Source: an optimization exercise on an open RTL-to-GDS flow (aim: small area, a short achievable clock period and few clock cycles per item). Production flows keep margins and buffers that such runs may drop.
Function not checked in this run: the RTL went through the layout flow alone.
Power and IR drop assume default switching activity.

`design/flow/config.mk`:
```
export PLATFORM = sky130hd
export DESIGN_NAME = muldiv_controller
export DESIGN_NICKNAME = muldiv_controller
export VERILOG_FILES = /design/flow/design.v
export SDC_FILE = /design/flow/constraint.sdc
export NUM_CORES = 4
export LEC_CHECK = 0
export ABC_AREA = 1
export CAP_MARGIN = 20
export CORE_MARGIN = 2
export CORE_UTILIZATION = 50
export SLEW_MARGIN = 20
export TNS_END_PERCENT = 0
```
`design/flow/constraint.sdc`:
```
create_clock -name core_clock -period 11.0 [get_ports {CLK}]
set_input_delay 2.2000 -clock core_clock [delete_from_list [all_inputs] [get_ports {CLK}]]
set_output_delay 2.2000 -clock core_clock [all_outputs]
set_load 0.01 [all_outputs]
```
`design/flow/design.v`:
```
package muldiv_controller_pkg;
   localparam int XLEN_DEF = 32;
   localparam logic [2:0] F3_MUL    = 3'b000;
   localparam logic [2:0] F3_MULH   = 3'b001;
   localparam logic [2:0] F3_MULHSU = 3'b010;
   localparam logic [2:0] F3_MULHU  = 3'b011;
   localparam logic [2:0] F3_DIV    = 3'b100;
   localparam logic [2:0] F3_DIVU   = 3'b101;
   localparam logic [2:0] F3_REM    = 3'b110;
   localparam logic [2:0] F3_REMU   = 3'b111;
   function automatic logic is_div(input logic [2:0] f3);
      is_div = f3[2];
   endfunction
   function automatic logic is_div_signed(input logic [2:0] f3);
      is_div_signed = f3[2] & ~f3[0];
   endfunction
   function automatic logic is_rem(input logic [2:0] f3);
      is_rem = f3[2] & f3[1];
   endfunction
endpackage
module muldiv_multiplier (
   input  logic [36:0] i_op1,
   input  logic [32:0] i_m,       
   input  logic [3:0]  i_sel0,    
   input  logic        i_cin0,
   input  logic [3:0]  i_sel1,    
   input  logic        i_cin1,
   output logic [36:0] o_sum
);
   logic [36:0] w_pp0, w_pp1, w_s, w_c, w_m1, w_m2;
   assign w_m1  = {{4{i_m[32]}}, i_m};
   assign w_m2  = {{3{i_m[32]}}, i_m, 1'b0};
   assign w_pp0 = ({37{i_sel0[0]}} & w_m1) | ({37{i_sel0[1]}} & ~w_m1)
                | ({37{i_sel0[2]}} & w_m2) | ({37{i_sel0[3]}} & ~w_m2);
   assign w_pp1 = ({37{i_sel1[0]}} & {w_m1[34:0], 2'b00}) | ({37{i_sel1[1]}} & ~{w_m1[34:0], 2'b00})
                | ({37{i_sel1[2]}} & {w_m2[34:0], 2'b00}) | ({37{i_sel1[3]}} & ~{w_m2[34:0], 2'b00});
   assign w_s   = i_op1 ^ w_pp0 ^ w_pp1;
   assign w_c   = {(i_op1[35:0] & w_pp0[35:0]) | (i_op1[35:0] & w_pp1[35:0]) | (w_pp0[35:0] & w_pp1[35:0]), i_cin1};
   logic [36:0] w_g, w_p;
   always_comb begin
      logic [36:0] g, p, gn, pn;
      g = w_s & w_c;
      p = w_s ^ w_c;
      g[0] = g[0] | (p[0] & i_cin0);
      for (int d = 1; d < 37; d = d * 2) begin
         gn = g;
         pn = p;
         for (int i = 0; i < 37; i++)
            if ((i / d) % 2 == 1) begin
               gn[i] = g[i] | (p[i] & g[(i / d) * d - 1]);
               pn[i] = p[i] & p[(i / d) * d - 1];
            end
         g = gn;
         p = pn;
      end
      w_g = g;
   end
   assign w_p   = w_s ^ w_c;
   assign o_sum = w_p ^ {w_g[35:0], i_cin0};
endmodule
module muldiv_controller
#(
   parameter int XLEN = muldiv_controller_pkg::XLEN_DEF
) (
   input  logic            CLK,
   input  logic            RESET,
   input  logic            START,
   input  logic [2:0]      FUNCT3,
   input  logic [XLEN-1:0] OPERAND_A,
   input  logic [XLEN-1:0] OPERAND_B,
   input  logic            FLUSH,
   output logic            BUSY,
   output logic            DONE,
   output logic [XLEN-1:0] RESULT
);
   logic        r_busy;
   logic        r_done;
   logic        r_mul;       
   logic        r_div;       
   logic        r_nega;      
   logic        r_fix;       
   logic        r_div0;      
   logic        r_rem;       
   logic        r_hi;        
   logic        r_mcs;       
   logic        r_sb;        
   logic        r_negres;    
   logic [5:0]  r_n;         
   logic        c_oph, c_opd, c_opnl, c_opnh;
   logic [3:0]  c_sel0, c_sel1;    
   logic        c_cin0, c_cin1;
   logic [31:0] r_x;         
   logic [31:0] r_l;         
   logic [33:0] r_h;         
   logic        r_e;         
   localparam int MS  = 12;    
   localparam int DSA = 16;    
   localparam int DSB = 5;
   logic w_in_div, w_in_sdiv, w_in_rem, w_in_b0, w_in_nega, w_in_sb;
   assign w_in_div  = muldiv_controller_pkg::is_div(FUNCT3);
   assign w_in_sdiv = muldiv_controller_pkg::is_div_signed(FUNCT3);
   assign w_in_rem  = muldiv_controller_pkg::is_rem(FUNCT3);
   assign w_in_b0   = (OPERAND_B == 32'b0);
   assign w_in_nega = w_in_sdiv & OPERAND_A[31];
   assign w_in_sb   = w_in_sdiv & OPERAND_B[31];
   logic w_ms12;
   assign w_ms12 = (r_l[MS-1:0] == {MS{r_e}}) && (r_n >= 6'(MS));
   logic [31:0] w_bm;
   logic [32:0] w_s;         
   logic [31:0] w_f;         
   logic [31+DSA:0] w_r16;
   logic [31+DSB:0] w_r5;
   logic        w_ds16, w_ds5;
   assign w_bm = r_x ^ {32{r_sb}};
   always_comb begin
      logic [31:0] p;
      p = w_bm;
      for (int d = 1; d < 32; d = d * 2)
         for (int i = 0; i < 32; i++)
            if (i + d < 32) p[i] = p[i] | p[i + d];
      w_s = {1'b0, p};
   end
   assign w_f   = ~w_s[32:1];
   assign w_r16 = {r_h[31:0], r_l[31:32-DSA]};
   assign w_r5  = {r_h[31:0], r_l[31:32-DSB]};
   assign w_ds16 = ~r_h[33] && ~|(w_r16[31:0] & w_f) && ~|w_r16[31+DSA:32] && (r_n >= 6'(DSA));
   assign w_ds5  = ~r_h[33] && ~|(w_r5[31:0]  & w_f) && ~|w_r5[31+DSB:32]  && (r_n >= 6'(DSB));
   logic w_s16, w_s12, w_s5, w_skip;
   assign w_s12  = r_mul & w_ms12;
   assign w_s16  = r_div & w_ds16;
   assign w_s5   = r_div & w_ds5;
   assign w_skip = w_s16 | w_s12 | w_s5;
   logic [32:0] w_m;
   logic [36:0] w_op1;
   logic [36:0] w_sum;
   logic        w_ge;
   assign w_m   = {r_mcs & r_x[31], r_x};
   assign w_op1 = ({37{c_oph}}  & {{3{r_h[33]}}, r_h})
                | ({37{c_opd}}  & {{2{r_h[33]}}, r_h, r_l[31]})
                | ({37{c_opnl}} & ~{5'b00000, r_l})
                | ({37{c_opnh}} & ~{{3{r_h[33]}}, r_h});
   muldiv_multiplier u_mul (
      .i_op1  (w_op1),
      .i_m    (w_m),
      .i_sel0 (c_sel0),
      .i_cin0 (c_cin0),
      .i_sel1 (c_sel1),
      .i_cin1 (c_cin1),
      .o_sum  (w_sum)
   );
   assign w_ge = ~w_sum[36];
   logic [5:0] w_nn;          
   logic       w_last, w_fixnext, w_end;
   always_comb begin
      if (w_s16)      w_nn = r_n - 6'(DSA);
      else if (w_s12) w_nn = r_n - 6'(MS);
      else if (w_s5)  w_nn = r_n - 6'(DSB);
      else if (r_mul) w_nn = r_n - 6'd4;
      else            w_nn = r_n - 6'd1;
   end
   assign w_last = (w_s16 & (r_n == 6'(DSA))) | (w_s12 & (r_n == 6'(MS))) | (w_s5 & (r_n == 6'(DSB)))
                 | (~w_skip & ((r_mul & (r_n == 6'd4)) | (r_div & (r_n == 6'd1))));
   logic f_corr, f_mfix, f_neg;
   assign f_mfix = r_mul;
   assign f_corr = r_div & r_rem & ~w_skip & ~w_ge;
   assign f_neg  = r_div & r_negres;
   assign w_fixnext = r_negres | f_corr;
   assign w_end  = r_div0 | r_fix | (w_last & ~w_fixnext);
   logic n_mul, n_div, n_nega, n_fix, n_sub;
   always_comb begin
      if (!r_busy) begin
         n_mul  = ~w_in_div;
         n_div  = w_in_div & ~w_in_nega;
         n_nega = w_in_nega;
         n_fix  = 1'b0;
         n_sub  = 1'b1;
      end else begin
         n_mul  = r_mul & ~w_last;
         n_div  = (r_div & ~w_last) | r_nega;
         n_nega = 1'b0;
         n_fix  = w_last & w_fixnext;
         n_sub  = r_nega | w_skip | w_ge;
      end
   end
   logic [3:0] n_lb;
   logic       n_e;
   always_comb begin
      if (!r_busy) begin
         n_lb = OPERAND_A[3:0];
         n_e  = 1'b0;
      end else if (w_s12) begin
         n_lb = r_l[MS+3:MS];
         n_e  = r_e;
      end else begin
         n_lb = r_l[7:4];
         n_e  = r_l[3];
      end
   end
   always_ff @(posedge CLK) begin
      if (RESET || FLUSH) begin
         r_busy <= 1'b0;
         r_done <= 1'b0;
      end else if (!r_busy) begin
         r_busy <= START;
         r_done <= 1'b0;
      end else if (w_end) begin
         r_busy <= 1'b0;
         r_done <= 1'b1;
      end
   end
   always_ff @(posedge CLK) begin
      r_mul  <= n_mul;
      r_div  <= n_div;
      r_nega <= n_nega;
      r_fix  <= n_fix;
      r_div0 <= ~r_busy & w_in_div & w_in_b0;
      begin
         logic one0, two0, neg0, cin0, one1, two1, neg1, cin1;
         if (n_fix) begin
            c_oph  <= f_mfix | (f_corr & ~f_neg);
            c_opd  <= 1'b0;
            c_opnl <= f_neg & ~r_rem;
            c_opnh <= f_neg & r_rem;
            one0   = f_mfix | f_corr;
            two0   = 1'b0;
            neg0   = f_corr & (f_neg ^ r_sb);
            cin0   = (f_corr & r_sb) | f_neg;
            one1   = 1'b0;
            two1   = 1'b0;
            neg1   = 1'b0;
            cin1   = f_corr & f_neg & ~r_sb;
         end else begin
            c_oph  <= n_mul;
            c_opd  <= n_div;
            c_opnl <= n_nega;
            c_opnh <= 1'b0;
            one0   = n_mul ? (n_lb[0] ^ n_e) : n_div;
            two0   = n_mul & ((n_lb[1] & ~n_lb[0] & ~n_e) | (~n_lb[1] & n_lb[0] & n_e));
            neg0   = n_mul ? n_lb[1] : (n_div & (n_sub ^ (r_busy ? r_sb : w_in_sb)));
            cin0   = n_mul ? (n_lb[1] & (one0 | two0))
                           : ((n_div & (n_sub ^ (r_busy ? r_sb : w_in_sb))) | n_nega);
            one1   = n_mul & (n_lb[2] ^ n_lb[1]);
            two1   = n_mul & ((n_lb[3] & ~n_lb[2] & ~n_lb[1]) | (~n_lb[3] & n_lb[2] & n_lb[1]));
            neg1   = n_mul & n_lb[3];
            cin1   = neg1 & (one1 | two1);
         end
         c_sel0 <= {two0 & neg0, two0 & ~neg0, one0 & neg0, one0 & ~neg0};
         c_sel1 <= {two1 & neg1, two1 & ~neg1, one1 & neg1, one1 & ~neg1};
         c_cin0 <= cin0;
         c_cin1 <= cin1;
      end
      if (!r_busy) begin
         r_rem    <= w_in_rem;
         r_hi     <= w_in_div ? (w_in_rem & ~w_in_b0) : (FUNCT3[1:0] != 2'b00);
         r_mcs    <= w_in_div ? w_in_sdiv : (FUNCT3[1:0] == 2'b01);
         r_sb     <= w_in_sb;
         r_negres <= w_in_div ? (w_in_sdiv & (OPERAND_A[31] ^ (OPERAND_B[31] & ~w_in_rem)))
                              : ((FUNCT3[1:0] == 2'b11) & OPERAND_A[31]);
      end
   end
   always_ff @(posedge CLK) begin
      if (!r_busy) begin
         r_x <= OPERAND_B;
         r_l <= OPERAND_A;
         r_h <= '0;
         r_e <= 1'b0;
         r_n <= 6'd32;
      end else if (r_div0) begin
         if (!r_rem) r_l <= '1;
      end else begin
         if (r_mul | r_div) r_n <= w_nn;
         if (r_mul) r_e <= n_e;
         if (r_mul) begin
            if (w_s12)      r_h <= {{MS{r_h[33]}}, r_h[33:MS]};
            else            r_h <= {w_sum[36], w_sum[36:4]};
         end else if (r_div) begin
            if (w_s16)      r_h <= {2'b00, w_r16[31:0]};
            else if (w_s5)  r_h <= {2'b00, w_r5[31:0]};
            else            r_h <= w_sum[33:0];
         end else if (r_fix & r_hi) begin
            r_h <= w_sum[33:0];
         end
         if (r_mul) begin
            if (w_s12)      r_l <= {r_h[MS-1:0], r_l[31:MS]};
            else            r_l <= {w_sum[3:0], r_l[31:4]};
         end else if (r_div) begin
            if (w_s16)      r_l <= {r_l[31-DSA:0], DSA'(0)};
            else if (w_s5)  r_l <= {r_l[31-DSB:0], DSB'(0)};
            else            r_l <= {r_l[30:0], w_ge};
         end else if (r_nega | (r_fix & ~r_hi)) begin
            r_l <= w_sum[31:0];
         end
      end
   end
   assign BUSY   = r_busy;
   assign DONE   = r_done;
   assign RESULT = r_hi ? r_h[31:0] : r_l;
endmodule
```
`design/flow/flow/run.sh`:
```
#!/bin/bash
# Standard ORFS layout (the standard.sh), with two changes to how it is made:
#  - timing repair aims for MARGIN ns of setup slack at the design's clock period
#    (the SDC is unchanged), repairing only the worst path (TNS_END_PERCENT in config.mk);
#  - the port buffers that buffer_ports puts on every input and output are buf_1 cells.
# make's full output goes to flow_make.log in this folder.
set -euo pipefail
MARGIN=$(cat flow/margin.txt)
export BUFFER_PORTS_ARGS="-buffer_cell sky130_fd_sc_hd__buf_1"
bash standard.sh finish SETUP_SLACK_MARGIN=$MARGIN > flow_make.log 2>&1
```
`design/flow/flow/margin.txt`:
```
8
```
`design/flow/standard.sh`:
```
#!/bin/bash
# synth_recipe.tcl (not shown) runs the flow's synth.tcl, then flattens the netlist and writes it again
# the make line also repeats each setting of config.mk as NAME=value (left out here)
make -C /OpenROAD-flow-scripts/flow DESIGN_CONFIG=/design/flow/config.mk WORK_HOME=/design/flow/orfs CLKGATE_MAP_FILE= SYNTH_SCRIPT=/design/flow/synth_recipe.tcl "${@:-finish}"
```
==> notes.md <==
## logic make-up after synthesis
family          synth area share [%]
flops                          23.42
compound gates                 27.65
xor+xnor                       2.724
fa+ha+maj                      9.741
simple gates                   25.66
buf+inv                        10.81
## state kept, by name, summed over array words and instances, names as in the netlist, 4 cells and up
register / count
r_x: 32
r_n: 6
c_sel0: 4
r_h: 34
c_sel1: 4
r_l: 32
## through the flow
| stage | util [%] | worst slack, ps | total power [mW] |
|---|---|---|---|
| after floorplan | - | 7197 | 1.577 |
| after global placement | 52.36 | 6061 | 2.066 |
| after detailed placement | 52.36 | 5937 | 2.073 |
| after CTS | 57.91 | 6990 | 2.838 |
| after global routing | 58.90 | 6683 | 3.093 |
| final | 58.91 | 6857 | 2.966 |
## how the worst min path moves through the flow
stage                       from      to  slack [ps]
final                     r_done  r_done         510
after global routing      r_done  r_done         560
after CTS                 r_done  r_done         510
after detailed placement  r_done  r_done         490
after global placement    r_done  r_done         490
after floorplan           r_n[1]  r_n[1]         470
## layer usage
metal / global-route usage [%] / up-vias
met4: 24.92 / 2
li1: - / 7504
met5: 0 / -
met1: 57.38 / 7724
met3: 13.98 / 281
met2: 65.11 / 1301
## where the power goes
part / switching [mW] / internal [mW] / leakage (nW)
clock network: 0.252 / 0.371 / 0.295
logic: 1.11 / 0.561 / 5.36
registers: 0.107 / 0.564 / 1.23
total: 1.47 / 1.50 / 6.89
## layout make-up
| class | instances | area [um^2] | area share, % |
|---|---|---|---|
| clock buffers | 20 | 457.9 | 2.798 |
| clock inverters | 12 | 153.9 | 0.9404 |
| inverters | 231 | 910.9 | 5.566 |
| repair inverters | 2 | 15.01 | 0.09174 |
| repair buffers | 187 | 1236 | 7.554 |
| flip-flops and latches | 131 | 3339 | 20.41 |
| diodes | 2 | 5.005 | 0.03058 |
| well taps | 378 | 473.0 | 2.890 |
| multi-input cells | 1631 | 9774 | 59.72 |
## what timing repair did
action,CTS,global route
resized for setup,129,26
endpoints found under the setup margin,127,127
cloned,6,1
setup buffers,34,20
pin swaps,23,18
## layout by cell type, fill, tap and decap left out, types with 50 or more instances in the layout
cell      netlist  routed
o211ai_1       52      52
nand2_1       543     530
nor2_1        169     162
a21oi_1       109     103
buf_4           5      66
buf_1          13     104
o21ai_0       243     228
edfxtp_1       68      68
nand3_1        82      81
inv_1         215     201
dfxtp_1        63      50
## worst max-delay path: stages, from the launching register on
cell	delay, ps
dfxtp_1	730
o21ai_0	290
a221oi_4	300
fa_1	460
inv_1	120
ha_1	160
a21oi_1	70
o21ai_0	240
nand2_1	90
nand4_1	110
buf_6	150
nand2_4	50
nand2_4	80
nand2_1	60
nand2_1	140
xor2_2	410
nand2_1	110
o211ai_1	140
nand2_1	80
a31oi_1	180
==> flow_metrics.py <==
metrics = {
    "logic_synthesis": {
        "synth_ff_type": "edfxtp_1",
        "avgSynthCellArea_um2": 6.563,
        "ys_ff_latch": 131,
        "synth_async_sr_flop_share_pct": 0,
        "yosys.cell_count.top_type": "nand2_1",
        "yosysTopAreaCellShare_pct": 14.48,
        "yosysTopAreaCell": "edfxtp_1",
        "syn_inst": 2149,
        "synthTopCellsByArea": "edfxtp_1 (14%), nand2_1 (14%), dfxtp_1 (8.9%), o21ai_0 (8.6%), fa_1 (6.1%)",
        "syn-num-nets": 2304,
        "synth-seq-area-share_pct": 23.42,
        "synth_cell_types": 57,
        "yosysWarnings": 2,
        "synth_commonest_cells": "nand2_1 (543), o21ai_0 (243), inv_1 (215), nor2_1 (169), clkbuf_1 (115)",
        "syn_area_mm2": 0.01410,
        "synth_edf_count": 68,
    },
    "clock_network": {
        "cts_tree": "yes",
        "hold_buffers": 0,
        "cts_sinks": 131,
        "clk_latency_ps": 450,
        "cts_buffers": 17,
        "cts_buffer_depth": 2,
        "root_buffer": "clkbuf_16",
        "clkTransAtPathRegs_ps": 60,
        "htreeDepth": 4,
    },
    "setup_path": {
        "cp_max_fo": 9,
        "worstSetupPathType": "flop to flop",
        "cp-endpoint": "r_l[28]",
        "rr_worst_depth": 19,
        "reg2reg_slack_ps": 6860,
        "crit_required_ps": 11280,
        "start_kind": "flop",
        "r2r_end": "r_l[28]",
        "crit_path_end_kind": "flop",
        "r2r-start": "r_h[8]",
        "critPathLaunch": "r_h[8]",
        "arrival_ps": 4420,
    },
    "routing": {
        "met1_length_mm": 24.88,
        "wl_per_cell_um": 25.42,
        "routed.top_layer": "met5",
        "drc": 0,
        "wl_mm": 65.93,
        "drtPass1Iterations": 10,
        "met3_wirelength_mm": 9.115,
        "drt_iter0_drc": 2821,
        "viasPerCell": 6.481,
        "ant_nets": 0,
        "vias": 16810,
        "wl_met2_mm": 27.37,
    },
    "final_layout": {
        "fill_cells": 2738,
        "nets": 2356,
        "instances_no_fill": 2594,
        "syn_to_final_growth_pct": 16.04,
        "final_cell_area_mm2": 0.01637,
        "layout-drive-gt1-share_pct": 11.97,
    },
    "placement": {
        "dpl.cell_count": 2499,
        "postPlaceCellArea_mm2": 0.01455,
        "dp_hpwl_mm": 46.92,
        "port_buffers": 104,
        "place.gp.congestion": 1.019,
    },
    "min_path": {
        "min_delay_path_depth": 2,
        "min_path_type": "flop to flop",
    },
    "grt": {
        "grt_antenna_before_repair": 3,
        "grt.total_usage_pct": 44.26,
        "grt_pass1_vias": 15080,
        "gr-total-overflow": 0,
        "grt_first_pass_wirelength_mm": 95.43,
        "grt_max_degree": 91,
    },
    "sta": {
        "final_hold_viol_count": 0,
        "relSlewSlack_pct": 33.33,
        "final_min_period_over_clock_period_pct": 37.67,
        "tns_ps": 0,
        "finalHoldWorstSlack_ps": 505.9,
        "finalSetupViolations": 0,
        "max_freq_mhz": 241.3,
        "skew_ps": 13.69,
        "slew_viol_final": 0,
        "period_needed_ps": 4144,
        "rsz0062_at_grt": "true",
        "max_slew.worst_pin.slew_ps": 989.6,
    },
    "floorplan": {
        "dieArea_mm2": 0.02957,
        "ioPinCount": 105,
        "start_util_pct": 50.77,
        "fp.dieH_um": 172.0,
        "core_area_mm2": 0.02778,
        "die_x_um": 172.0,
        "rows": 61,
    },
    "power": {
        "powerDensity_mw_per_mm2": 181.2,
        "p_leak_nw": 6.889,
        "irDropWorstVdd_mv": 0.1105,
    },
    "status": {
        "outcome": "no timing/DRC/antenna violations",
    },
    "run": {
        "maxCapViolCount": 0,
    },
}

==> afterwards: timing with drivers on the ports <==
The results above use ideal ports. As a check the final layout listed here was re-extracted and re-timed, cells and wires unchanged.
Step 1 sets driving cells, clkbuf_16 on the clock port and buf_2 on the other inputs (assumed; they add their load-dependent delay and slew).
Step 2 adds t to the input delays and takes it off the output delays; t is the mean of the earliest and latest rising clock arrival at the registers after step 1. Input paths then give back, and output paths get back, about the clock's delay inside the block.
Three values: ideal ports, drivers, drivers and shift; two values: the first two.
shift t [ns]: 0.495
setup WS [ns]: 6.856 / 6.856 / 6.856
hold WS [ns]: 0.506 / 0.506 / 0.506
worst setup path after step 2: register to register
worst slew at a driven data input, ns: 0.03
After both steps this run still meets setup and hold. The setup slack of this run moves by 0.000 ns with the drivers and by 0.000 ns with both steps.
